This is an optimization exercise on Yosys and OpenROAD, whose aim is small area, not a production implementation.
Function was checked by simulation only, so behaviour that the tests miss may differ from the original.
Power and IR drop assume default switching activity.

## flow/flow/run.sh

```bash
#!/bin/bash
# Layout: the standard ORFS flow (standard.sh), with two changes to how
# the layout is made:
#  - port buffers use the smallest buffer cell (buf_1)
#  - clock tree: clkbuf_8 only, clusters of up to 15 sinks, no dummy loads
# Every tool's output goes to flow.log here; ORFS keeps its per-step logs
# under orfs/logs.
set -euo pipefail
export BUFFER_PORTS_ARGS="-buffer_cell sky130_fd_sc_hd__buf_1"
export CTS_ARGS="-sink_clustering_enable -repair_clock_nets -sink_clustering_size 15 -sink_clustering_max_diameter 60 -buf_list sky130_fd_sc_hd__clkbuf_8 -dont_use_dummy_load"
bash standard.sh > flow.log 2>&1
```

## flow/standard.sh

```bash
#!/bin/bash
# synth_recipe.tcl (not shown) runs the flow's synth.tcl, then flattens the netlist and writes it again
# the make line also repeats each setting of config.mk as NAME=value (left out here)
make -C /OpenROAD-flow-scripts/flow DESIGN_CONFIG=/design/flow/config.mk WORK_HOME=/design/flow/orfs CLKGATE_MAP_FILE= SYNTH_SCRIPT=/design/flow/synth_recipe.tcl "${@:-finish}"
```

## flow/config.mk

```make
export PLATFORM = sky130hd
export DESIGN_NAME = rtf_nimplus
export DESIGN_NICKNAME = rtf_nimplus
export VERILOG_FILES = /design/flow/design.v
export SDC_FILE = /design/flow/constraint.sdc
export NUM_CORES = 4
export LEC_CHECK = 0
export CAP_MARGIN = 20
export CORE_MARGIN = 2
export CORE_UTILIZATION = 60
export GPL_TIMING_DRIVEN = 0
export PLACE_DENSITY = 0.75
export SLEW_MARGIN = 20
export SYNTH_HIERARCHICAL = 1
export SYNTH_MINIMUM_KEEP_SIZE = 0
```

## flow/constraint.sdc

```tcl
create_clock -name core_clock -period 5.0 [get_ports {clk_160}]
set_input_delay 1.0000 -clock core_clock [delete_from_list [all_inputs] [get_ports {clk_160}]]
set_output_delay 1.0000 -clock core_clock [all_outputs]
set_load 0.01 [all_outputs]
```

## flow/design.v

```verilog
`timescale 1ns/1ps
package nimplus_pkg;
   localparam int REG_ADDR_W = 8;      
   localparam int REG_DATA_W = 32;     
   localparam int SRC_SEL_W  = 8;      
   localparam int N_NIM_IN  = 8;
   localparam int N_LVDS_IN = 4;
   localparam int N_PULSE   = 2;       
   localparam int N_RJ45_IN = 8;       
   localparam int N_SMA     = 2;       
   localparam int N_NIM_OUT  = 4;
   localparam int N_RJ45_OUT = 12;     
   localparam int N_MUX      = N_NIM_OUT + 2*N_RJ45_OUT + N_SMA;       
   localparam int N_LOCAL_SRC = N_NIM_IN + N_LVDS_IN + N_PULSE;        
   localparam int N_ALL_SRC   = N_LOCAL_SRC + 2*N_RJ45_IN + N_SMA;     
   localparam int LEN_WIDTH = 6;       
   localparam int SRC_NIM_BASE    = 0;
   localparam int SRC_LVDS_BASE   = SRC_NIM_BASE + N_NIM_IN;           
   localparam int SRC_PULSE_BASE  = SRC_LVDS_BASE + N_LVDS_IN;         
   localparam int SRC_RJ45_1_BASE = SRC_PULSE_BASE + N_PULSE;          
   localparam int SRC_RJ45_2_BASE = SRC_RJ45_1_BASE + N_RJ45_IN;       
   localparam int SRC_SMA_BASE    = SRC_RJ45_2_BASE + N_RJ45_IN;       
   localparam int MUX_NIM_BASE    = 0;
   localparam int MUX_RJ45_1_BASE = MUX_NIM_BASE + N_NIM_OUT;          
   localparam int MUX_RJ45_2_BASE = MUX_RJ45_1_BASE + N_RJ45_OUT;      
   localparam int MUX_SMA_BASE    = MUX_RJ45_2_BASE + N_RJ45_OUT;      
   localparam logic [7:0] REG_CTRL     = 8'd0;     
   localparam logic [7:0] REG_PULSE0   = 8'd1;
   localparam logic [7:0] REG_PULSE1   = 8'd2;
   localparam logic [7:0] REG_MUX_BASE = 8'd16;    
   localparam int CTRL_SOFT_RST_BIT = 0;
   localparam int PULSE_LEN_LSB     = 16;    
   localparam int MUX_INV_BIT       = 8;     
   localparam int                   DEF_PULSE_PERIOD = 0;
   localparam logic [LEN_WIDTH-1:0] DEF_PULSE_LENGTH = '0;
   localparam logic [SRC_SEL_W-1:0] DEF_MUX_SEL      = '0;
   localparam logic                 DEF_MUX_INVERT   = 1'b0;
endpackage
`timescale 1ns/1ps
module param_regs
(
   input  logic              clk_160,
   input  logic              rst,
   input  logic [7:0]        reg_addr,
   input  logic [31:0]       reg_wdata,
   input  logic              reg_we,
   input  logic              reg_re,
   output logic [31:0]       reg_rdata,
   output logic              reg_rack,
   output logic              clr,
   output logic [1:0][15:0]  pulse_period_n,    
   output logic [1:0][5:0]   pulse_length_n,    
   output logic [29:0][7:0]  mux_sel,
   output logic [29:0]       mux_invert
);
   logic        soft_rst;
   logic [29:0] match;           
   logic [1:0]  match_p;         
   logic [29:0] ld, ld_n;        
   logic [1:0]  ldp, ldp_n;      
   logic [29:0] rhit;            
   logic [1:0]  rhit_p;          
   logic        hold;            
   logic [8:0]  wd;              
   logic [15:0] wdp_n;           
   logic [5:0]  wdl_n;           
   assign clr   = rst | soft_rst;
   assign wd    = reg_wdata[8:0] & {9{~clr}};
   assign wdp_n = ~(reg_wdata[15:0] & {16{~clr}});
   assign wdl_n = ~(reg_wdata[21:16] & {6{~clr}});
   assign hold  = !reg_re && !rst;
   always_comb
   begin
      for (int n = 0; n < 30; n++)
      begin
         match[n] = (reg_addr == 8'(16 + n));
         ld[n]    = clr || (reg_we && match[n]);
         ld_n[n]  = !ld[n];
         rhit[n]  = reg_re && !rst && match[n];
      end
      for (int p = 0; p < 2; p++)
      begin
         match_p[p] = (reg_addr == 8'(1 + p));
         ldp[p]     = clr || (reg_we && match_p[p]);
         ldp_n[p]   = !ldp[p];
         rhit_p[p]  = reg_re && !rst && match_p[p];
      end
   end
   logic [29:0][8:0]  mux_d;
   logic [1:0][15:0]  per_d;
   logic [1:0][5:0]   len_d;
   logic [29:0][8:0]  mux_q;     
   for (genvar n = 0; n < 30; n++)
   begin : g_mux
      for (genvar j = 0; j < 9; j++)
      begin : g_bit
         ao22 st_i (.a1(ld[n]), .a2(wd[j]), .b1(ld_n[n]), .b2(mux_q[n][j]), .y(mux_d[n][j]));
      end
      assign mux_sel[n]    = mux_q[n][7:0];
      assign mux_invert[n] = mux_q[n][8];
   end
   for (genvar p = 0; p < 2; p++)
   begin : g_pulse
      for (genvar b = 0; b < 16; b++)
      begin : g_per
         ao22 st_i
         (
            .a1(ldp[p]), .a2(wdp_n[b]), .b1(ldp_n[p]), .b2(pulse_period_n[p][b]),
            .y (per_d[p][b])
         );
      end
      for (genvar b = 0; b < 6; b++)
      begin : g_len
         ao22 st_i
         (
            .a1(ldp[p]), .a2(wdl_n[b]), .b1(ldp_n[p]), .b2(pulse_length_n[p][b]),
            .y (len_d[p][b])
         );
      end
   end
   always_ff @(posedge clk_160)
   begin
      mux_q          <= mux_d;
      pulse_period_n <= per_d;
      pulse_length_n <= len_d;
   end
   logic [29:0][8:0] rfield;
   logic [21:0]      pw0, pw1;   
   logic [8:0][10:0] rgrp;       
   logic [8:0]       rd_lo;
   logic [21:9]      rd_hi;      
   logic [21:0]      rdata_q;
   assign pw0 = ~{pulse_length_n[0], pulse_period_n[0]};
   assign pw1 = ~{pulse_length_n[1], pulse_period_n[1]};
   assign rfield = mux_q;
   for (genvar b = 0; b < 9; b++)
   begin : g_rbit
      for (genvar k = 0; k < 10; k++)
      begin : g_grp
         aoi222 aoi_i
         (
            .a0(rhit[3*k]),   .b0(rfield[3*k][b]),
            .a1(rhit[3*k+1]), .b1(rfield[3*k+1][b]),
            .a2(rhit[3*k+2]), .b2(rfield[3*k+2][b]),
            .y (rgrp[b][k])
         );
      end
      assign rgrp[b][10] = !((rhit_p[0] && pw0[b]) || (rhit_p[1] && pw1[b]) || (hold && rdata_q[b]));
      assign rd_lo[b] = !(&rgrp[b]);
   end
   for (genvar b = 9; b < 22; b++)
   begin : g_rpulse
      assign rd_hi[b] = (rhit_p[0] && pw0[b]) || (rhit_p[1] && pw1[b]);
   end
   always_ff @(posedge clk_160)
   begin
      rdata_q[8:0] <= rd_lo;
      if (rst || reg_re)
         rdata_q[21:9] <= rd_hi;
   end
   assign reg_rdata = {10'd0, rdata_q};
   always_ff @(posedge clk_160)
   begin
      if (rst)
      begin
         soft_rst <= 1'b0;
         reg_rack <= 1'b0;
      end
      else
      begin
         soft_rst <= reg_we && (reg_addr == 8'd0) && reg_wdata[0] && !soft_rst;
         reg_rack <= reg_re;
      end
   end
endmodule
module ao22
(
   input  logic a1, a2, b1, b2,
   output logic y
);
   assign y = (a1 && a2) || (b1 && b2);
endmodule
module aoi222
(
   input  logic a0, b0, a1, b1, a2, b2,
   output logic y
);
   assign y = !((a0 && b0) || (a1 && b1) || (a2 && b2));
endmodule
`timescale 1ns/1ps
module pulse_gen
(
   input  logic        clk_160,
   input  logic        clr,          
   input  logic [15:0] period_n,     
   input  logic [5:0]  length_n,     
   output logic        pulse
);
   logic [15:0] cnt1;
   logic [15:0] inc;             
   logic [16:0] c;               
   logic [8:0]  g_lo;            
   logic [8:0]  g_hi0;           
   logic [8:0]  g_hi1;           
   logic        wrap;
   logic [6:0]  g_len;           
   assign c[0] = 1'b1;
   for (genvar i = 0; i < 16; i++)
   begin : g_inc
      half_add ha_i (.a(cnt1[i]), .b(c[i]), .s(inc[i]), .co(c[i+1]));
   end
   assign g_lo[0]  = 1'b1;
   assign g_hi0[0] = 1'b0;
   assign g_hi1[0] = 1'b1;
   for (genvar i = 0; i < 8; i++)
   begin : g_cmp
      maj3 lo_i  (.a(cnt1[i]),   .b(period_n[i]),   .c(g_lo[i]),  .y(g_lo[i+1]));
      maj3 hi0_i (.a(cnt1[8+i]), .b(period_n[8+i]), .c(g_hi0[i]), .y(g_hi0[i+1]));
      maj3 hi1_i (.a(cnt1[8+i]), .b(period_n[8+i]), .c(g_hi1[i]), .y(g_hi1[i+1]));
   end
   assign g_len[0] = 1'b0;
   for (genvar i = 0; i < 6; i++)
   begin : g_lcmp
      maj3 len_i (.a(cnt1[i]), .b(length_n[i]), .c(g_len[i]), .y(g_len[i+1]));
   end
   assign wrap = g_lo[8] ? g_hi1[8] : g_hi0[8];
   always_ff @(posedge clk_160)
   begin
      if (clr || wrap)
         cnt1 <= 16'd1;
      else
         cnt1 <= inc;
      if (clr)
         pulse <= 1'b0;
      else
         pulse <= (period_n != '1) && (cnt1[15:6] == '0) && !g_len[6];
   end
endmodule
module half_add
(
   input  logic a, b,
   output logic s, co
);
   assign s  = a ^ b;
   assign co = a & b;
endmodule
module maj3
(
   input  logic a, b, c,
   output logic y
);
   assign y = (a & b) | (a & c) | (b & c);
endmodule
`timescale 1ns/1ps
module output_router
(
   input  logic              clk_160,
   input  logic              rst,
   input  logic [31:0]       sources,
   input  logic [29:0][7:0]  mux_sel,
   input  logic [3:0]        nim_inv,
   output logic [29:0]       chan
);
   logic [29:0] val;
   for (genvar ch = 0; ch < 4; ch++)
   begin : g_nim
      logic [7:0] s;
      logic [3:0] l1;
      logic       m;
      assign s = mux_sel[ch];
      for (genvar k = 0; k < 3; k++)
      begin : g_l1
         mux4 mux4_i (.d(sources[4*k +: 4]), .s(s[1:0]), .y(l1[k]));
      end
      assign l1[3] = !s[1] && (s[0] ? sources[13] : sources[12]);
      mux4 mux4_m (.d(l1), .s(s[3:2]), .y(m));
      assign val[ch] = nim_inv[ch] ^ ((s[7:4] == 4'd0) && m);
   end
   for (genvar ch = 4; ch < 30; ch++)
   begin : g_wide
      logic [7:0] s;
      logic [7:0] l1;
      logic [1:0] l2;
      assign s = mux_sel[ch];
      for (genvar k = 0; k < 8; k++)
      begin : g_l1
         mux4 mux4_i (.d(sources[4*k +: 4]), .s(s[1:0]), .y(l1[k]));
      end
      mux4 mux4_a (.d(l1[3:0]), .s(s[3:2]), .y(l2[0]));
      mux4 mux4_b (.d(l1[7:4]), .s(s[3:2]), .y(l2[1]));
      assign val[ch] = (s[7:5] == 3'd0) && (s[4] ? l2[1] : l2[0]);
   end
   always_ff @(posedge clk_160)
   begin
      if (rst)
         chan <= '0;
      else
         chan <= val;
   end
endmodule
module mux4
(
   input  logic [3:0] d,
   input  logic [1:0] s,
   output logic       y
);
   assign y = d[s];
endmodule
`timescale 1ns/1ps
module rtf_nimplus
(
   input  logic        clk_160,
   input  logic        rst,
   input  logic [7:0]  nim_in,
   input  logic [3:0]  lvds_in,
   input  logic [7:0]  rj45_in_1,
   input  logic [7:0]  rj45_in_2,
   input  logic [1:0]  sma_in,
   input  logic [7:0]  reg_addr,
   input  logic [31:0] reg_wdata,
   input  logic        reg_we,
   input  logic        reg_re,
   output logic [31:0] reg_rdata,
   output logic        reg_rack,
   output logic [3:0]  nim_out,
   output logic [11:0] rj45_out_1,
   output logic [11:0] rj45_out_2,
   output logic [1:0]  sma_out
);
   logic             clr;
   logic [1:0][15:0] pulse_period_n;
   logic [1:0][5:0]  pulse_length_n;
   logic [29:0][7:0] mux_sel;
   logic [29:0]      mux_invert;
   logic [1:0]       pulse;
   logic [31:0]      sources;
   logic [29:0]      chan;
   assign sources = {sma_in, rj45_in_2, rj45_in_1, pulse, lvds_in, nim_in};
   param_regs param_regs_i
   (
      .clk_160      (clk_160),
      .rst          (rst),
      .reg_addr     (reg_addr),
      .reg_wdata    (reg_wdata),
      .reg_we       (reg_we),
      .reg_re       (reg_re),
      .reg_rdata    (reg_rdata),
      .reg_rack     (reg_rack),
      .clr          (clr),
      .pulse_period_n (pulse_period_n),
      .pulse_length_n (pulse_length_n),
      .mux_sel      (mux_sel),
      .mux_invert   (mux_invert)
   );
   for (genvar g = 0; g < 2; g++)
   begin : g_pulse
      pulse_gen pulse_gen_i
      (
         .clk_160 (clk_160),
         .clr     (clr),
         .period_n (pulse_period_n[g]),
         .length_n (pulse_length_n[g]),
         .pulse   (pulse[g])
      );
   end
   output_router output_router_i
   (
      .clk_160 (clk_160),
      .rst     (rst),
      .sources (sources),
      .mux_sel (mux_sel),
      .nim_inv (mux_invert[3:0]),
      .chan    (chan)
   );
   assign nim_out    = chan[3:0];
   assign rj45_out_1 = chan[15:4];
   assign rj45_out_2 = chan[27:16];
   assign sma_out    = chan[29:28];
endmodule
```

==> out/metrics.cfg, run 1 <==
[run_status]
outcome = complete, no violations

[power]
p_leak_nw = 8.421
peakVddDrop_uv = 190.6
pwr_density_cell_nw_per_um2 = 297.4

[global_routing]
track_usage = 0.3989
grt_overflow = 0
grt_first_pass_wirelength_um = 114300
grt_antenna_before_repair = 5
grt_start_max_net_pins = 31
first_global_vias = 18560

[setup_path]
cp_data_required_time_ns = 5.54
crit_path_max_fanout = 10
crit_path_end_kind = register
worstSetupStartpointType = register
critPathKind = reg -> reg
arrival_ns = 4.36

[timing]
layout_setup_ws_ns = 1.181
hold_ws_ns = 0.4799
slew_headroom = 0.2154
max_freq_ghz = 0.2618
hold_violations = 0
grt_setup_unrepaired = no
maxSlewViolCount = 0
period_minus_slack_ns = 3.819
skew_ns = 0.05785
worst_slew_pin_slew_ns = 1.165
finalSetupViolations = 0
timing.final.crit_share = 0.7639

[placed_design]
portBuffers = 114
gp_congestion = 0.9928
dp_hpwl_um = 49420
dpl_worst_slack_ns = 0.9795
dp_cells = 2256

[routing]
remaining_drc_errors = 0
wl_per_cell_um = 33.68
wl_um = 77500
ant_nets = 0
drtIter0Drc = 3369
drt_pre_antenna_iters = 10
via_per_inst = 8.342
num_vias = 19200

[clock_tree]
cts-buffers-inserted = 37
cts_sinks = 402
cts_max_level = 2
ctsResizeCount = 0
ctsHoldBuffers = 0
insertion_delay_ns = 0.62
clock_path_buffers = 3
post_cts_buffers = 0
cts_tree = yes
cts_root_buf = clkbuf_8
clk_pin_slew_ns = 0.09

[floorplan]
core_area_um2 = 36350
die_x_um = 195.2
io_pins = 137
core.rowCount = 70
die_h_um = 195.2
initial_core_util = 0.6038
die-area_um2 = 38120

[final_layout]
postLayoutCoreUtil = 0.6521
drive_above_1_share = 0.2556
syn_to_final_growth_pct = 8.005
final_nets = 1935
final_common_cell = dfxtp_1
layout_common_cells = dfxtp_1, a22o_1, mux4_2
finalNonFillerCells = 2301

[synthesis]
ys_warn_count = 9
ys_types = 43
syn_avg_cell_area_um2 = 13.25
synth_area_leaders = dfxtp_1, mux4_2, a22o_1
synthCells = 1656
seq_area_frac_synth = 0.3727
synth-seq-cells = 402
synth.cell_area_um2 = 21940
synth.top_cell.area_share = 0.3549
synth.largest_area_cell = dfxtp_1

[run]
maxCapViolCount = 0

[min_path]
hp-class = reg -> reg

==> registers in the layout (all words and copies together), names as in the netlist <==
signal,cells
param_regs_i.pulse_length_n,12
output_router_i.chan,30
param_regs_i.soft_rst,1
g_pulse.pulse_gen_i.cnt1,32
g_pulse.pulse_gen_i.pulse,2
param_regs_i.mux_q,270
param_regs_i.reg_rack,1
param_regs_i.pulse_period_n,32
param_regs_i.rdata_q,22
==> synthesized netlist by cell type, drive strengths merged <==
cell type / n
nor4: 14
maj3: 60
nand2b: 12
a211oi: 2
nor4b: 4
o21ai: 29
ha: 32
buf: 21
or4b: 4
or4: 26
clkbuf: 18
a31oi: 4
a22o: 314
nand4: 28
a222oi: 90
or2: 3
nand3: 9
a2111oi: 1
conb: 5
nor3b: 1
nor2: 93
o211ai: 8
nor3: 10
mux2i: 30
and2: 30
a31o: 4
inv: 16
nor2b: 6
a21oi: 40
mux4: 276
o22a: 22
nand2: 42
edfxtp: 13
dfxtp: 389
==> cell families after synthesis <==
logic type | share of synthesized area
adder cells (fa/ha/maj) | 0.04903
buffers and inverters | 0.01311
AND/OR/NAND/NOR | 0.06950
AO/OA/AOI/OAI | 0.1979
flip-flops | 0.3727
other | 0.0008553
multiplexers | 0.2969
==> layout make-up <==
class / count / area (µm²)
well taps: 468 / 585.6
repair buffers: 119 / 538.0
plain buffers: 39 / 227.7
diodes: 6 / 15.01
fillers: 2797 / 12650
clock buffers: 37 / 509.2
multi-input cells: 1214 / 13590
flip-flops and latches: 402 / 8180
inverters: 16 / 60.06
==> through the flow <==
stage          TNS (ns)  cell area, µm²  power (W)
6_report              0           23700   0.007048
5_1_grt               0           23700   0.007249
4_1_cts               0           23650   0.006983
3_5_place_dp          0           23140   0.005303
3_3_place_gp     -6.952           23010   0.005244
2_1_floorplan         0           22000   0.004797
==> modules after synthesis, one instance, submodules excluded, excerpt <==
module / times used / cells
param_regs: 1 / 649
output_router: 1 / 139
pulse_gen: 2 / 48
mux4: 276 / 1
half_add: 32 / 1
maj3: 60 / 1
aoi222: 90 / 1
ao22: 314 / 1
==> critical path: stages (launching register included) <==
cell      delay (ns)
dfxtp_1         0.40
maj3_2          0.34
maj3_2          0.31
maj3_2          0.31
maj3_2          0.31
maj3_2          0.31
maj3_2          0.31
maj3_2          0.31
maj3_2          0.30
nor2b_1         0.14
a211oi_2        0.36
buf_4           0.24
and2_1          0.13
==> routing by layer <==
layer | vias up | wire length [µm] | GRT usage
met1 | 9281 | 26200 | 0.4987
li1 | 7577 | - | -
met3 | 467 | 12290 | 0.1515
met4 | 0 | 5424 | 0.2290
met2 | 1871 | 33580 | 0.5962
met5 | - | 0 | 0
==> final timing paths <==
check                                                        startpoint                                          to  slack, ns  cells past startpoint
worst max-delay path            param_regs_i.pulse_period_n[24]$_DFF_P_  g_pulse[1].pulse_gen_i.cnt1[15]$_SDFF_PP0_       1.18                     12
worst min register to register          param_regs_i.mux_q[170]$_DFF_P_             param_regs_i.mux_q[170]$_DFF_P_       0.48                      1
worst max register to register  param_regs_i.pulse_period_n[24]$_DFF_P_  g_pulse[1].pulse_gen_i.cnt1[15]$_SDFF_PP0_       1.18                     12
worst min-delay path                    param_regs_i.mux_q[170]$_DFF_P_             param_regs_i.mux_q[170]$_DFF_P_       0.48                      1
==> report_power, final <==
part           total [W]  internal [W]  switching (W)
logic            0.00145      0.000787       0.000659
registers        0.00385       0.00347       0.000383
clock network    0.00175      0.000663        0.00108
==> run 2: changes to the inputs <==
--- a/flow/design.v
+++ b/flow/design.v
@@ -204,22 +204,27 @@
    logic [8:0]  g_hi1;           
    logic        wrap;
    logic [6:0]  g_len;           
-   assign c[0] = 1'b1;
-   for (genvar i = 0; i < 16; i++)
+   assign inc[0] = !cnt1[0];
+   assign c[1]   = cnt1[0];
+   for (genvar i = 1; i < 16; i++)
    begin : g_inc
       half_add ha_i (.a(cnt1[i]), .b(c[i]), .s(inc[i]), .co(c[i+1]));
    end
    assign g_lo[0]  = 1'b1;
    assign g_hi0[0] = 1'b0;
    assign g_hi1[0] = 1'b1;
-   for (genvar i = 0; i < 8; i++)
+   assign g_lo[1]  = cnt1[0] | period_n[0];
+   assign g_hi0[1] = cnt1[8] & period_n[8];
+   assign g_hi1[1] = cnt1[8] | period_n[8];
+   for (genvar i = 1; i < 8; i++)
    begin : g_cmp
       maj3 lo_i  (.a(cnt1[i]),   .b(period_n[i]),   .c(g_lo[i]),  .y(g_lo[i+1]));
       maj3 hi0_i (.a(cnt1[8+i]), .b(period_n[8+i]), .c(g_hi0[i]), .y(g_hi0[i+1]));
       maj3 hi1_i (.a(cnt1[8+i]), .b(period_n[8+i]), .c(g_hi1[i]), .y(g_hi1[i+1]));
    end
    assign g_len[0] = 1'b0;
-   for (genvar i = 0; i < 6; i++)
+   assign g_len[1] = cnt1[0] & length_n[0];
+   for (genvar i = 1; i < 6; i++)
    begin : g_lcmp
       maj3 len_i (.a(cnt1[i]), .b(length_n[i]), .c(g_len[i]), .y(g_len[i+1]));
    end
==> out/metrics.cfg, run 2 <==
[final_layout]
finalNonFillerCells = 2278  ; was 2301
top_register = param_regs_i.mux_q  ; unchanged
layout_common_cells = dfxtp_1, a22o_1, mux4_2  ; unchanged
syn_to_final_growth_pct = 7.881  ; was 8.005%
drive_above_1_share = 0.2698  ; was 0.2556
reg.largest.list = param_regs_i.mux_q (270), g_pulse.pulse_gen_i.cnt1 (32), param_regs_i.pulse_period_n (32)  ; unchanged
stdcell_area_um2 = 23620  ; was 23700 µm²
final_common_cell = dfxtp_1  ; unchanged
largest_register_ffs = 270  ; unchanged
final_nets = 1922  ; was 1935

[timing]
tns_ns = 0  ; unchanged
skew_ns = 0.05883  ; was 0.05785 ns
slew_headroom = 0.1655  ; was 0.2154
maxSlewViolCount = 0  ; unchanged
hold_ws_ns = 0.4300  ; was 0.4799 ns
finalSetupViolations = 0  ; unchanged
worst_slew_pin_slew_ns = 1.252  ; was 1.165 ns
timing.final.crit_share = 0.7698  ; was 0.7639
max_freq_ghz = 0.2598  ; was 0.2618 GHz
grt_setup_unrepaired = no  ; unchanged
hold_violations = 0  ; unchanged
period_minus_slack_ns = 3.849  ; was 3.819 ns

[min_path]
min-delay-start = g_pulse[1].pulse_gen_i.cnt1[0]$_SDFF_PP1_  ; was param_regs_i.mux_q[170]$_DFF_P_
hp-class = reg -> reg  ; unchanged
min_path_cells = 1  ; unchanged

[floorplan]
die-area_um2 = 38030  ; was 38120 µm²
core_area_um2 = 35740  ; was 36350 µm²
initial_core_util = 0.6126  ; was 0.6038
core.rowCount = 69  ; was 70
die_h_um = 195.0  ; was 195.2 µm
die_x_um = 195.0  ; was 195.2 µm
io_pins = 137  ; unchanged

[clock_tree]
post_cts_buffers = 0  ; unchanged
cts_sinks = 402  ; unchanged
clock_path_buffers = 3  ; unchanged
cts_root_buf = clkbuf_8  ; unchanged
cts_tree = yes  ; unchanged
ctsHoldBuffers = 0  ; unchanged
cts_max_level = 2  ; unchanged
insertion_delay_ns = 0.61  ; was 0.62 ns
cts-buffers-inserted = 36  ; was 37
ctsResizeCount = 0  ; unchanged
clk_pin_slew_ns = 0.10  ; was 0.09 ns

[power]
seqPwrFrac = 0.547  ; about the same
p_leak_nw = 8.392  ; was 8.421 nW
p_sw_w = 0.002122  ; was 0.002127 W
clockPowerShare = 0.246  ; was 0.248
p_int_w = 0.004905  ; was 0.004922 W
p_comb_frac = 0.207  ; was 0.205
power_w = 0.007026  ; was 0.007048 W
peakVddDrop_uv = 270.2  ; was 190.6 µV
pwr_density_cell_nw_per_um2 = 297.5  ; was 297.4 nW/µm²
p_sw_frac = 0.3019  ; was 0.3017

[routing]
via_per_inst = 8.480  ; was 8.342
drtIter0Drc = 3491  ; was 3369
num_vias = 19320  ; was 19200
dr_wl_met3_um = 11860  ; was 12290 µm
drt_pre_antenna_iters = 9  ; was 10
wl_per_cell_um = 33.99  ; was 33.68 µm
top_layer = met5  ; was met4
wl_um = 77430  ; was 77500 µm
ant_nets = 0  ; unchanged
remaining_drc_errors = 0  ; unchanged
met1_length_um = 26440  ; was 26200 µm
met2_length_um = 33540  ; was 33580 µm

[synthesis]
syn_avg_cell_area_um2 = 13.27  ; was 13.25 µm²
synthTopCellsByCount = dfxtp_1, a22o_1, mux4_2, a222oi_1, nor2_1  ; unchanged
synth.largest_area_cell = dfxtp_1  ; unchanged
synth_area_leaders = dfxtp_1, mux4_2, a22o_1  ; unchanged
synth_top_flop_cell = dfxtp_1  ; unchanged
synth.cell_area_um2 = 21890  ; was 21940 µm²
seq_area_frac_synth = 0.3735  ; was 0.3727
synth_edf_count = 13  ; unchanged
synth.top_cell.area_share = 0.3557  ; was 0.3549
yosysMostFrequentCell = dfxtp_1  ; unchanged
ys_warn_count = 9  ; unchanged
async_flop_share = 0  ; unchanged
ys_types = 44  ; was 43
synth-seq-cells = 402  ; unchanged
synthCells = 1650  ; was 1656

[setup_path]
cp_data_required_time_ns = 5.53  ; was 5.54 ns
crit_start = param_regs_i.pulse_period_n[0]$_DFF_P_  ; was param_regs_i.pulse_period_n[24]$_DFF_P_
worstSetupStartpointType = register  ; unchanged
crit_path_max_fanout = 10  ; unchanged
timing.rr.start = param_regs_i.pulse_period_n[0]$_DFF_P_  ; was param_regs_i.pulse_period_n[24]$_DFF_P_
arrival_ns = 4.38  ; was 4.36 ns
r2r_cells = 11  ; was 12
critPathKind = reg -> reg  ; unchanged
crit_path_end_kind = register  ; unchanged

[global_routing]
grt_antenna_before_repair = 5  ; unchanged
grt_overflow = 0  ; unchanged
first_global_vias = 18820  ; was 18560
grt_start_max_net_pins = 31  ; unchanged
track_usage = 0.3988  ; was 0.3989
grt_first_pass_wirelength_um = 114300  ; about the same

[run_status]
outcome = complete, no violations  ; unchanged

[run]
maxCapViolCount = 0  ; unchanged

[placed_design]
gp_congestion = 1.046  ; was 0.9928
dp_hpwl_um = 49790  ; was 49420 µm
dp_cells = 2239  ; was 2256
portBuffers = 114  ; unchanged
postPlaceCellArea_um2 = 23080  ; was 23140 µm²

-- run 2: cell types whose count changed in the layout (fill, tap and decap cells not counted), moves of 4 or more --
cell     change
and2_1      -18
o21ai_0      -4
or2_2        +4
maj3_2       -8
conb_1      -10
and2_2      +22
diode_2      -5
-- run 2: worst paths after layout --
kind,to,slack (ns)
setup / recovery,g_pulse[0].pulse_gen_i.cnt1[15]$_SDFF_PP0_,1.15
hold / removal,g_pulse[1].pulse_gen_i.cnt1[0]$_SDFF_PP1_,0.43
hold reg to reg,g_pulse[1].pulse_gen_i.cnt1[0]$_SDFF_PP1_,0.43
setup reg to reg,g_pulse[0].pulse_gen_i.cnt1[15]$_SDFF_PP0_,1.15
-- run 2: modules after synthesis (local to each module, per instance), excerpt --
module,area (µm²),cells inside,flops+latches
mux4,22.52,1,0
pulse_gen,565.5,50,17
output_router,1341,139,30
half_add,12.51,1,0
ao22,8.758,1,0
maj3,11.26,1,0
param_regs,8594,649,338
aoi222,10.01,1,0
-- run 2: per-layer routing --
metal / vias up / GRT usage
met3: 473 / 0.1211
li1: 7533 / -
met1: 9353 / 0.5112
met5: - / 0.003831
met2: 1954 / 0.5971
met4: 4 / 0.2440
-- run 2: cells by family (layout without fill, tap and decap cells) --
kind of cell    count (synthesis)  after routing  share of synthesized area
flops                         402            402                     0.3735
other cells                     1             11                  0.0001713
fa+ha+maj                      82             82                    0.04389
compound gates                514            514                     0.1984
buf+inv                        55            212                    0.01349
simple gates                  290            290                    0.07298
mux                           306            306                     0.2976
-- run 2: area by class of cell --
cell class	count	area, µm²
Timing Repair Buffer	121	550.5
Tap cell	461	576.8
Inverter	16	60.06
Sequential cell	402	8180
Antenna cell	1	2.502
Fill cell	2679	12120
Clock buffer	36	495.5
Multi-Input combinational cell	1202	13520
Buffer	39	235.2
-- run 2: worst max-delay path, stage by stage, from the launching register on --
cell and delay, ns:
dfxtp_1 0.38, or2_2 0.32, maj3_2 0.31, maj3_2 0.31
maj3_2 0.31, maj3_2 0.31, maj3_2 0.31, maj3_2 0.31
maj3_2 0.34, a211oi_2 0.51, buf_6 0.22, and2_2 0.14
-- run 2: per-stage QoR --
stage / worst slack (ns) / utilization
final: 1.151 / 0.6609
after detailed placement: 1.043 / 0.6458
after floorplan: 1.578 / -
after global routing: 1.067 / 0.6609
after CTS: 1.163 / 0.6596
after global placement: -0.1097 / 0.6416
-- run 2: power by group through the flow --
stage                     Sequential, W  Combinational, W  Clock, W
after detailed placement        0.00391           0.00139         0
final                           0.00384           0.00145   0.00173
after global routing            0.00389           0.00149   0.00185
after global placement          0.00389           0.00135         0
after CTS                       0.00384           0.00140   0.00172
after floorplan                 0.00382          0.000977         0
==> run 3: changes to the inputs <==
--- a/flow/design.v
+++ b/flow/design.v
@@ -150,13 +150,12 @@
    end
    for (genvar b = 9; b < 22; b++)
    begin : g_rpulse
-      assign rd_hi[b] = (rhit_p[0] && pw0[b]) || (rhit_p[1] && pw1[b]);
+      assign rd_hi[b] = (rhit_p[0] && pw0[b]) || (rhit_p[1] && pw1[b]) || (hold && rdata_q[b]);
    end
    always_ff @(posedge clk_160)
    begin
-      rdata_q[8:0] <= rd_lo;
-      if (rst || reg_re)
-         rdata_q[21:9] <= rd_hi;
+      rdata_q[8:0]  <= rd_lo;
+      rdata_q[21:9] <= rd_hi;
    end
    assign reg_rdata = {10'd0, rdata_q};
    always_ff @(posedge clk_160)
--- a/flow/config.mk
+++ b/flow/config.mk
@@ -7,9 +7,9 @@
 export LEC_CHECK = 0
 export CAP_MARGIN = 20
 export CORE_MARGIN = 2
-export CORE_UTILIZATION = 60
+export CORE_UTILIZATION = 70
 export GPL_TIMING_DRIVEN = 0
-export PLACE_DENSITY = 0.75
+export PLACE_DENSITY = 0.8
 export SLEW_MARGIN = 20
 export SYNTH_HIERARCHICAL = 1
 export SYNTH_MINIMUM_KEEP_SIZE = 0
==> out/metrics.cfg, run 3 <==
[synthesis]
seq_area_frac_synth = 0.3700  ; was 0.3735
async_flop_share = 0  ; unchanged
yosysMostFrequentCell = dfxtp_1  ; unchanged
synthTopCellsByCount = dfxtp_1, a22o_1, mux4_2, a222oi_1, nor2_1  ; unchanged
synth.top_cell.area_share = 0.3700  ; was 0.3557
ys_types = 43  ; was 44
synth-seq-cells = 402  ; unchanged
synth.largest_area_cell = dfxtp_1  ; unchanged
synth.cell_area_um2 = 21750  ; was 21890 µm²
synth_edf_count = 0  ; was 13
synthCells = 1643  ; was 1650
synth_area_leaders = dfxtp_1, mux4_2, a22o_1  ; unchanged
syn_avg_cell_area_um2 = 13.24  ; was 13.27 µm²
ys_warn_count = 9  ; unchanged
synth_top_flop_cell = dfxtp_1  ; unchanged

[clock_tree]
insertion_delay_ns = 0.56  ; was 0.61 ns
ctsHoldBuffers = 0  ; unchanged
post_cts_buffers = 0  ; unchanged
cts_tree = yes  ; unchanged
cts_root_buf = clkbuf_8  ; unchanged
clk_pin_slew_ns = 0.10  ; about the same
cts-buffers-inserted = 36  ; unchanged
cts_max_level = 2  ; unchanged
cts_sinks = 402  ; unchanged
ctsResizeCount = 0  ; unchanged
clock_path_buffers = 3  ; unchanged

[run_status]
outcome = complete, no violations  ; unchanged

[timing]
timing.final.crit_share = 0.8954  ; was 0.7698
tns_ns = 0  ; unchanged
grt_setup_unrepaired = no  ; unchanged
finalSetupViolations = 0  ; unchanged
worst_slew_pin_slew_ns = 1.223  ; was 1.252 ns
slew_headroom = 0.1763  ; was 0.1655
max_freq_ghz = 0.2234  ; was 0.2598 GHz
period_minus_slack_ns = 4.477  ; was 3.849 ns
hold_violations = 0  ; unchanged
maxSlewViolCount = 0  ; unchanged
skew_ns = 0.04051  ; was 0.05883 ns

[routing]
ant_nets = 0  ; unchanged
via_per_inst = 9.033  ; was 8.480
remaining_drc_errors = 0  ; unchanged
num_vias = 20060  ; was 19320
wl_um = 82370  ; was 77430 µm
wl_per_cell_um = 37.08  ; was 33.99 µm
drt_pre_antenna_iters = 14  ; was 9
drtIter0Drc = 4762  ; was 3491

[final_layout]
multi_input_area_um2 = 13500  ; was 13520 µm²
drive_above_1_share = 0.2677  ; was 0.2698
final-seq-area_um2 = 8050  ; was 8180 µm²
postLayoutCoreUtil = 0.7723  ; was 0.6609
top_register = param_regs_i.mux_q  ; unchanged
final_nets = 1925  ; was 1922
n_fill_cell = 1999  ; was 2679
largest_register_ffs = 270  ; unchanged
final_common_cell = dfxtp_1  ; unchanged
layout_common_cells = dfxtp_1, a22o_1, mux4_2  ; unchanged
finalNonFillerCells = 2221  ; was 2278
syn_to_final_growth_pct = 8.605  ; was 7.881%
reg.largest.list = param_regs_i.mux_q (270), g_pulse.pulse_gen_i.cnt1 (32), param_regs_i.pulse_period_n (32)  ; unchanged

[global_routing]
grt_antenna_before_repair = 7  ; was 5
first_global_vias = 19510  ; was 18820
track_usage = 0.4926  ; was 0.3988
grt_overflow = 0  ; unchanged
grt_start_max_net_pins = 31  ; unchanged
grt_first_pass_wirelength_um = 120300  ; was 114300 µm

[placed_design]
gp_congestion = 1.034  ; was 1.046
portBuffers = 114  ; unchanged
dp_hpwl_um = 52270  ; was 49790 µm
dp_cells = 2179  ; was 2239

[power]
p_leak_nw = 8.491  ; was 8.392 nW
pwr_density_cell_nw_per_um2 = 298.8  ; was 297.5 nW/µm²
peakVddDrop_uv = 315.7  ; was 270.2 µV

[min_path]
min-delay-start = g_pulse[1].pulse_gen_i.cnt1[0]$_SDFF_PP1_  ; unchanged
hold_end = g_pulse[1].pulse_gen_i.cnt1[0]$_SDFF_PP1_  ; unchanged
hp-class = reg -> reg  ; unchanged
min_path_cells = 1  ; unchanged

[setup_path]
critPathKind = in -> reg  ; was reg -> reg
crit_path_end_kind = register  ; unchanged
regToRegEndpoint = g_pulse[1].pulse_gen_i.cnt1[12]$_SDFF_PP0_  ; was g_pulse[0].pulse_gen_i.cnt1[15]$_SDFF_PP0_
r2r_cells = 11  ; unchanged
reg2reg_slack_ns = 1.24  ; was 1.15 ns
arrival_ns = 4.90  ; was 4.38 ns
cp_data_required_time_ns = 5.42  ; was 5.53 ns
worstSetupStartpointType = input pin  ; was register
crit_path_max_fanout = 10  ; unchanged
timing.rr.start = param_regs_i.pulse_period_n[16]$_DFF_P_  ; was param_regs_i.pulse_period_n[0]$_DFF_P_

[floorplan]
initial_core_util = 0.7111  ; was 0.6126
io_pins = 137  ; unchanged
die-area_um2 = 32500  ; was 38030 µm²
core.rowCount = 64  ; was 69
core_area_um2 = 30590  ; was 35740 µm²
die_h_um = 180.3  ; was 195.0 µm
die_x_um = 180.3  ; was 195.0 µm

[run]
maxCapViolCount = 0  ; unchanged

==> run 3: changes by cell type after synthesis, sizes merged, moves of 8 or more <==
cell | previous run | this run
o22a | 22 | 9
o21ai | 29 | 37
a22o | 314 | 327
a2111oi | 1 | 9
o211ai | 8 | 0
edfxtp | 13 | 0
dfxtp | 389 | 402
o22ai | 0 | 13
nor2 | 93 | 72
a21oi | 40 | 32
==> run 3: metal layers <==
layer	vias to the layer above	GRT usage	share of wire
li1	7569	-	-
met1	9565	0.6324	0.32
met2	2291	0.6924	0.41
met3	629	0.2001	0.18
met4	8	0.3197	0.086
met5	-	0	0.00070
==> run 3: area by class of cell <==
| class | count | area share |
|---|---|---|
| tap | 396 | 0.02097 |
| timing repair buffer | 131 | 0.03294 |
| clock buffer | 36 | 0.02097 |
| inverter | 15 | 0.002383 |
| buffer | 41 | 0.009957 |
| sequential | 402 | 0.3408 |
| antenna | 6 | 0.0006356 |
| multi-input combinational | 1194 | 0.5714 |
==> run 3: through the flow <==
step	power, W	area, µm²	setup WS (ns)	hold WS, ns
2_1_floorplan	0.004766	21790	1.578	0.3779
3_3_place_gp	0.005209	22710	-0.001711	0.3890
3_5_place_dp	0.005316	23100	0.5989	0.3980
4_1_cts	0.006946	23590	1.163	0.4242
5_1_grt	0.007222	23610	0.7278	0.4530
6_report	0.007058	23620	0.5228	0.4220
==> run 3: critical path, stage by stage <==
cell	delay [ns]
buf_1	0.30
nand2b_1	0.16
clkbuf_1	0.45
clkbuf_1	0.64
nor3_1	0.37
a222oi_1	0.82
nand4_1	0.53
a2111oi_0	0.44
o21ai_0	0.18
==> run 3: cells by family (layout without fill, tap and decap cells) <==
family / Yosys count / count (layout) / share of synthesized area
AO/OA/AOI/OAI: 527 / 527 / 0.2040
buffers and inverters: 56 / 223 / 0.01340
multiplexers: 306 / 306 / 0.2996
other: 1 / 16 / 0.0001724
flip-flops: 402 / 402 / 0.3700
adder cells (fa/ha/maj): 82 / 82 / 0.04418
AND/OR/NAND/NOR: 269 / 269 / 0.06874
==> run 3: report_power, final <==
| part | internal, W | switching [W] |
|---|---|---|
| clock network | 0.000648 | 0.00107 |
| registers | 0.00345 | 0.000377 |
| logic | 0.000805 | 0.000708 |
| total | 0.00490 | 0.00215 |
==> run 3: worst max-delay path by stage <==
stage | start | endpoint | slack (ns) | depth (start not counted)
2_1_floorplan | param_regs_i.pulse_period_n[0]$_DFF_P_ | g_pulse[0].pulse_gen_i.cnt1[10]$_SDFF_PP0_ | 1.58 | 11
3_3_place_gp | rst | param_regs_i.pulse_length_n[3]$_DFF_P_ | -0.002 | 6
3_5_place_dp | reg_addr[0] | param_regs_i.rdata_q[0]$_DFF_P_ | 0.60 | 9
4_1_cts | reg_addr[0] | param_regs_i.rdata_q[1]$_DFF_P_ | 1.16 | 9
5_1_grt | reg_addr[0] | param_regs_i.rdata_q[1]$_DFF_P_ | 0.73 | 9
6_report | reg_addr[0] | param_regs_i.rdata_q[1]$_DFF_P_ | 0.52 | 9
==> run 3: modules after synthesis, one instance, submodules excluded, excerpt <==
module	cells inside	cell area, µm²
param_regs	642	8452
output_router	139	1341
pulse_gen	50	565.5
mux4	1	22.52
half_add	1	12.51
maj3	1	11.26
aoi222	1	10.01
ao22	1	8.758
==> run 4: changes to the inputs <==
--- a/flow/design.v
+++ b/flow/design.v
@@ -150,12 +150,13 @@
    end
    for (genvar b = 9; b < 22; b++)
    begin : g_rpulse
-      assign rd_hi[b] = (rhit_p[0] && pw0[b]) || (rhit_p[1] && pw1[b]) || (hold && rdata_q[b]);
+      assign rd_hi[b] = (rhit_p[0] && pw0[b]) || (rhit_p[1] && pw1[b]);
    end
    always_ff @(posedge clk_160)
    begin
-      rdata_q[8:0]  <= rd_lo;
-      rdata_q[21:9] <= rd_hi;
+      rdata_q[8:0] <= rd_lo;
+      if (rst || reg_re)
+         rdata_q[21:9] <= rd_hi;
    end
    assign reg_rdata = {10'd0, rdata_q};
    always_ff @(posedge clk_160)
@@ -203,27 +204,22 @@
    logic [8:0]  g_hi1;           
    logic        wrap;
    logic [6:0]  g_len;           
-   assign inc[0] = !cnt1[0];
-   assign c[1]   = cnt1[0];
-   for (genvar i = 1; i < 16; i++)
+   assign c[0] = 1'b1;
+   for (genvar i = 0; i < 16; i++)
    begin : g_inc
       half_add ha_i (.a(cnt1[i]), .b(c[i]), .s(inc[i]), .co(c[i+1]));
    end
    assign g_lo[0]  = 1'b1;
    assign g_hi0[0] = 1'b0;
    assign g_hi1[0] = 1'b1;
-   assign g_lo[1]  = cnt1[0] | period_n[0];
-   assign g_hi0[1] = cnt1[8] & period_n[8];
-   assign g_hi1[1] = cnt1[8] | period_n[8];
-   for (genvar i = 1; i < 8; i++)
+   for (genvar i = 0; i < 8; i++)
    begin : g_cmp
       maj3 lo_i  (.a(cnt1[i]),   .b(period_n[i]),   .c(g_lo[i]),  .y(g_lo[i+1]));
       maj3 hi0_i (.a(cnt1[8+i]), .b(period_n[8+i]), .c(g_hi0[i]), .y(g_hi0[i+1]));
       maj3 hi1_i (.a(cnt1[8+i]), .b(period_n[8+i]), .c(g_hi1[i]), .y(g_hi1[i+1]));
    end
    assign g_len[0] = 1'b0;
-   assign g_len[1] = cnt1[0] & length_n[0];
-   for (genvar i = 1; i < 6; i++)
+   for (genvar i = 0; i < 6; i++)
    begin : g_lcmp
       maj3 len_i (.a(cnt1[i]), .b(length_n[i]), .c(g_len[i]), .y(g_len[i+1]));
    end
==> flow/run.sh (new file) <==
#!/bin/bash
# synth_recipe.tcl (not shown) runs the flow's synth.tcl, then flattens the netlist and writes it again
# the make line also repeats each setting of config.mk as NAME=value (left out here)
make -C /OpenROAD-flow-scripts/flow DESIGN_CONFIG=/design/flow/config.mk WORK_HOME=/design/flow/orfs CLKGATE_MAP_FILE= SYNTH_SCRIPT=/design/flow/synth_recipe.tcl finish
--- a/flow/config.mk
+++ b/flow/config.mk
@@ -7,9 +7,12 @@
 export LEC_CHECK = 0
 export CAP_MARGIN = 20
 export CORE_MARGIN = 2
-export CORE_UTILIZATION = 70
+export CORE_UTILIZATION = 60
+export CTS_BUF_LIST = sky130_fd_sc_hd__clkbuf_8
+export CTS_CLUSTER_DIAMETER = 60
+export CTS_CLUSTER_SIZE = 15
 export GPL_TIMING_DRIVEN = 0
-export PLACE_DENSITY = 0.8
+export PLACE_DENSITY = 0.75
 export SLEW_MARGIN = 20
 export SYNTH_HIERARCHICAL = 1
 export SYNTH_MINIMUM_KEEP_SIZE = 0
removed: flow/flow/run.sh
removed: flow/standard.sh
==> out/metrics.cfg, run 4 <==
[timing]
layout_setup_ws_ns = 0.7657  ; was 0.5228 ns
finalSetupViolations = 0  ; unchanged
hold_violations = 0  ; unchanged
grt_setup_unrepaired = no  ; unchanged
worst_slew_pin_slew_ns = 1.197  ; was 1.223 ns
timing.final.crit_share = 0.8469  ; was 0.8954
period_minus_slack_ns = 4.234  ; was 4.477 ns
slew_headroom = 0.1938  ; was 0.1763
maxSlewViolCount = 0  ; unchanged
max_freq_ghz = 0.2362  ; was 0.2234 GHz
skew_ns = 0.02637  ; was 0.04051 ns

[power]
seqPwrFrac = 0.516  ; was 0.542
p_int_w = 0.005232  ; was 0.004903 W
p_sw_frac = 0.2993  ; was 0.3053
p_leak_nw = 8.768  ; was 8.491 nW
pwr_density_cell_nw_per_um2 = 304.9  ; was 298.8 nW/µm²
peakVddDrop_uv = 174.4  ; was 315.7 µV
p_sw_w = 0.002235  ; was 0.002155 W
clockPowerShare = 0.282  ; was 0.243
p_comb_frac = 0.202  ; was 0.214

[clock_tree]
clk_pin_slew_ns = 0.09  ; was 0.10 ns
cts_sinks = 402  ; unchanged
ctsResizeCount = 0  ; unchanged
insertion_delay_ns = 0.61  ; was 0.56 ns
post_cts_buffers = 0  ; unchanged
cts-buffers-inserted = 37  ; was 36
cts_tree = yes  ; unchanged
ctsHoldBuffers = 0  ; unchanged
cts_max_level = 2  ; unchanged
cts_root_buf = clkbuf_8  ; unchanged
clock_path_buffers = 3  ; unchanged

[min_path]
hold_end = param_regs_i.mux_q[206]$_DFF_P_  ; was g_pulse[1].pulse_gen_i.cnt1[0]$_SDFF_PP1_
hp-class = reg -> reg  ; unchanged
min_path_cells = 1  ; unchanged
min-delay-start = param_regs_i.mux_q[206]$_DFF_P_  ; was g_pulse[1].pulse_gen_i.cnt1[0]$_SDFF_PP1_

[synthesis]
muxShareOfSynthArea = 0.2969  ; was 0.2996
synthCells = 1656  ; was 1643
synth_compound_area_frac = 0.1979  ; was 0.2040
synthSimpleGateAreaFrac = 0.06950  ; was 0.06874
synth-seq-cells = 402  ; unchanged
ys_warn_count = 9  ; unchanged
synth_top_flop_cell = dfxtp_1  ; unchanged
yosysMostFrequentCell = dfxtp_1  ; unchanged
syn_avg_cell_area_um2 = 13.25  ; was 13.24 µm²
synth-xor-area-share = 0  ; unchanged
synth_edf_count = 13  ; was 0
ys_types = 43  ; unchanged
synthTopCellsByCount = dfxtp_1, a22o_1, mux4_2, a222oi_1, nor2_1  ; unchanged
synth.cell_area_um2 = 21940  ; was 21750 µm²
synth_area_leaders = dfxtp_1, mux4_2, a22o_1  ; unchanged
async_flop_share = 0  ; unchanged
synth.largest_area_cell = dfxtp_1  ; unchanged
seq_area_frac_synth = 0.3727  ; was 0.3700
synthAdderAreaFrac = 0.04903  ; was 0.04418
synth.top_cell.area_share = 0.3549  ; was 0.3700
synth_top_family_by_area = multiplexers  ; unchanged

[routing]
via_per_inst = 8.341  ; was 9.033
dr_wl_met3_um = 12580  ; was 15160 µm
num_vias = 19360  ; was 20060
met2_length_um = 34220  ; was 33830 µm
drtIter0Drc = 3267  ; was 4762
ant_nets = 0  ; unchanged
wl_um = 78220  ; was 82370 µm
remaining_drc_errors = 0  ; unchanged
wl_per_cell_um = 33.70  ; was 37.08 µm
top_layer = met5  ; unchanged
met1_length_um = 26220  ; about the same
drt_pre_antenna_iters = 13  ; was 14

[placed_design]
postPlaceCellArea_um2 = 23700  ; was 23100 µm²
gp_congestion = 0.9984  ; was 1.034
dpl_worst_slack_ns = 0.4680  ; was 0.5989 ns
dp_hpwl_um = 50350  ; was 52270 µm
portBuffers = 114  ; unchanged

[setup_path]
critPathKind = in -> reg  ; unchanged
cp_data_required_time_ns = 5.47  ; was 5.42 ns
crit_path_max_fanout = 10  ; unchanged
worstSetupStartpointType = input pin  ; unchanged
crit_path_end_kind = register  ; unchanged
regToRegEndpoint = g_pulse[1].pulse_gen_i.cnt1[2]$_SDFF_PP0_  ; was g_pulse[1].pulse_gen_i.cnt1[12]$_SDFF_PP0_
timing.rr.start = param_regs_i.pulse_period_n[24]$_DFF_P_  ; was param_regs_i.pulse_period_n[16]$_DFF_P_
arrival_ns = 4.70  ; was 4.90 ns
reg2reg_slack_ns = 1.10  ; was 1.24 ns
r2r_cells = 12  ; was 11

[global_routing]
grt_antenna_before_repair = 3  ; was 7
track_usage = 0.4058  ; was 0.4926
grt_overflow = 0  ; unchanged
grt_start_max_net_pins = 31  ; unchanged
first_global_vias = 18870  ; was 19510
grt_first_pass_wirelength_um = 116200  ; was 120300 µm

[floorplan]
die_x_um = 195.2  ; was 180.3 µm
initial_core_util = 0.6038  ; was 0.7111
core.rowCount = 70  ; was 64
die_h_um = 195.2  ; was 180.3 µm
core_area_um2 = 36350  ; was 30590 µm²
io_pins = 137  ; unchanged
die-area_um2 = 38120  ; was 32500 µm²

[run]
maxCapViolCount = 0  ; unchanged

[final_layout]
largest_register_ffs = 270  ; unchanged
final_common_cell = dfxtp_1  ; unchanged
drive_above_1_share = 0.2630  ; was 0.2677
final_nets = 1934  ; was 1925
layout_common_cells = dfxtp_1, a22o_1, mux4_2  ; unchanged
stdcell_area_um2 = 24490  ; was 23620 µm²
reg.largest.list = param_regs_i.mux_q (270), g_pulse.pulse_gen_i.cnt1 (32), param_regs_i.pulse_period_n (32)  ; unchanged
syn_to_final_growth_pct = 11.58  ; was 8.605%
top_register = param_regs_i.mux_q  ; unchanged
multi_input_area_um2 = 13600  ; was 13500 µm²
final-seq-area_um2 = 8180  ; was 8050 µm²
n_fill_cell = 2719  ; was 1999

[run_status]
outcome = complete, no violations  ; unchanged

## run 4: cell types whose count changed after synthesis, moves of 8 or more
| cell | delta |
|---|---|
| a2111oi_0 | -8 |
| and2_2 | -22 |
| a22o_1 | -11 |
| and2_1 | +17 |
| nor2_1 | +12 |
| o22ai_1 | -13 |
| o22a_1 | +13 |
| edfxtp_1 | +13 |
| o211ai_1 | +8 |
| a21oi_1 | +8 |
| dfxtp_1 | -13 |
| maj3_2 | +8 |
| nor2_2 | +9 |
## run 4: layout make-up
type	instances	share of cell area
Buffer	39	0.009300
Clock inverter	19	0.007920
Timing Repair Buffer	118	0.04405
Inverter	16	0.002453
Tap cell	468	0.02391
Antenna cell	5	0.0005110
Sequential cell	402	0.3341
Clock buffer	40	0.02248
Multi-Input combinational cell	1214	0.5553
## run 4: kinds of logic after synthesis
kind of cell    after synthesis
other cells                   5
fa+ha+maj                    92
compound gates              514
simple gates                282
flops                       402
buf+inv                      55
mux                         306
## run 4: per-module statistics from Yosys, one instance, submodules excluded, a selection
| module | times used | cells | flip-flops and latches | cell area [µm²] |
|---|---|---|---|---|
| aoi222 | 90 | 1 | 0 | 10.01 |
| pulse_gen | 2 | 48 | 17 | 533.0 |
| ao22 | 314 | 1 | 0 | 8.758 |
| mux4 | 276 | 1 | 0 | 22.52 |
| param_regs | 1 | 649 | 338 | 8594 |
| half_add | 32 | 1 | 0 | 12.51 |
| output_router | 1 | 139 | 30 | 1341 |
| maj3 | 60 | 1 | 0 | 11.26 |
## run 4: metal layers
layer / global-route usage / vias to the layer above
met5: 0 / -
met4: 0.2409 / 4
met3: 0.1344 / 419
met2: 0.6097 / 1960
met1: 0.5144 / 9381
li1: - / 7595
## run 4: per-stage QoR
| stage | TNS [ns] | total power [W] | util | hold WS (ns) | instances |
|---|---|---|---|---|---|
| 3_5_place_dp | 0 | 0.005368 | 0.6521 | 0.4578 | 2257 |
| 5_1_grt | 0 | 0.007667 | 0.6733 | 0.4922 | 2316 |
| 2_1_floorplan | 0 | 0.004797 | - | 0.4383 | 1671 |
| 3_3_place_gp | -22.09 | 0.005321 | 0.6528 | 0.4508 | 2253 |
| 6_report | 0 | 0.007467 | 0.6737 | 0.4830 | 2321 |
| 4_1_cts | 0 | 0.007403 | 0.6726 | 0.4785 | 2316 |
## run 4: power groups by stage
stage          registers, W  clock network, W  logic [W]
3_3_place_gp        0.00391                 0    0.00142
5_1_grt             0.00390           0.00222    0.00155
3_5_place_dp        0.00392                 0    0.00145
4_1_cts             0.00385           0.00210    0.00145
2_1_floorplan       0.00382                 0   0.000981
6_report            0.00386           0.00211    0.00151
## run 4: how the worst max path moves through the flow
stage                                                 start                                         end  slack [ns]  cells past startpoint
floorplan            param_regs_i.pulse_period_n[8]$_DFF_P_  g_pulse[0].pulse_gen_i.cnt1[13]$_SDFF_PP0_        1.51                     12
global placement                                        rst     param_regs_i.pulse_period_n[27]$_DFF_P_       -0.52                      6
detailed placement                                      rst             param_regs_i.rdata_q[5]$_DFF_P_        0.47                      8
CTS                 param_regs_i.pulse_period_n[24]$_DFF_P_   g_pulse[1].pulse_gen_i.cnt1[2]$_SDFF_PP0_        1.08                     12
global route        param_regs_i.pulse_period_n[24]$_DFF_P_  g_pulse[1].pulse_gen_i.cnt1[13]$_SDFF_PP0_        0.88                     12
finish                                          reg_addr[0]             param_regs_i.rdata_q[3]$_DFF_P_        0.77                      9
## run 4: critical path, stage by stage
cell	delay, ns
clkdlybuf4s50_1	0.68
nand2b_1	0.15
clkbuf_1	0.43
buf_2	0.42
nor3_2	0.21
a222oi_1	0.78
nand4_1	0.47
a2111oi_0	0.37
o21ai_0	0.17

afterwards: timing with drivers on the ports:
In the flow no input, the clock included, has a driving cell. The finished layouts below were timed again as built, in two steps.
Step 1, drivers: a clkbuf_16 drives clk_160 and a buf_2 each remaining input, both assumed.
Step 2 times the ports against the registers' clock, not the clock port: input delays grow and output delays shrink by t, the midpoint of the rising clock arrivals with the driver on.
Slacks: ideal ports / drivers / drivers and shift; pairs: ideal ports / drivers.
run	t (ns)	setup WS [ns]	worst register clock-pin slew, ns
run 1	0.647	1.181 / 1.181 / 0.629	0.10 / 0.10
run 2	0.629	1.151 / 1.151 / 0.754	0.10 / 0.10
run 3	0.600	0.523 / 0.553 / -0.047	0.10 / 0.10
run 4	0.655	0.766 / 0.791 / 0.136	0.10 / 0.10
With both steps, setup timing fails in run 3, where it was met with ideal ports. For run 4, which loses most, drivers alone change the setup slack by +0.025 ns; drivers and shift together by -0.630 ns.
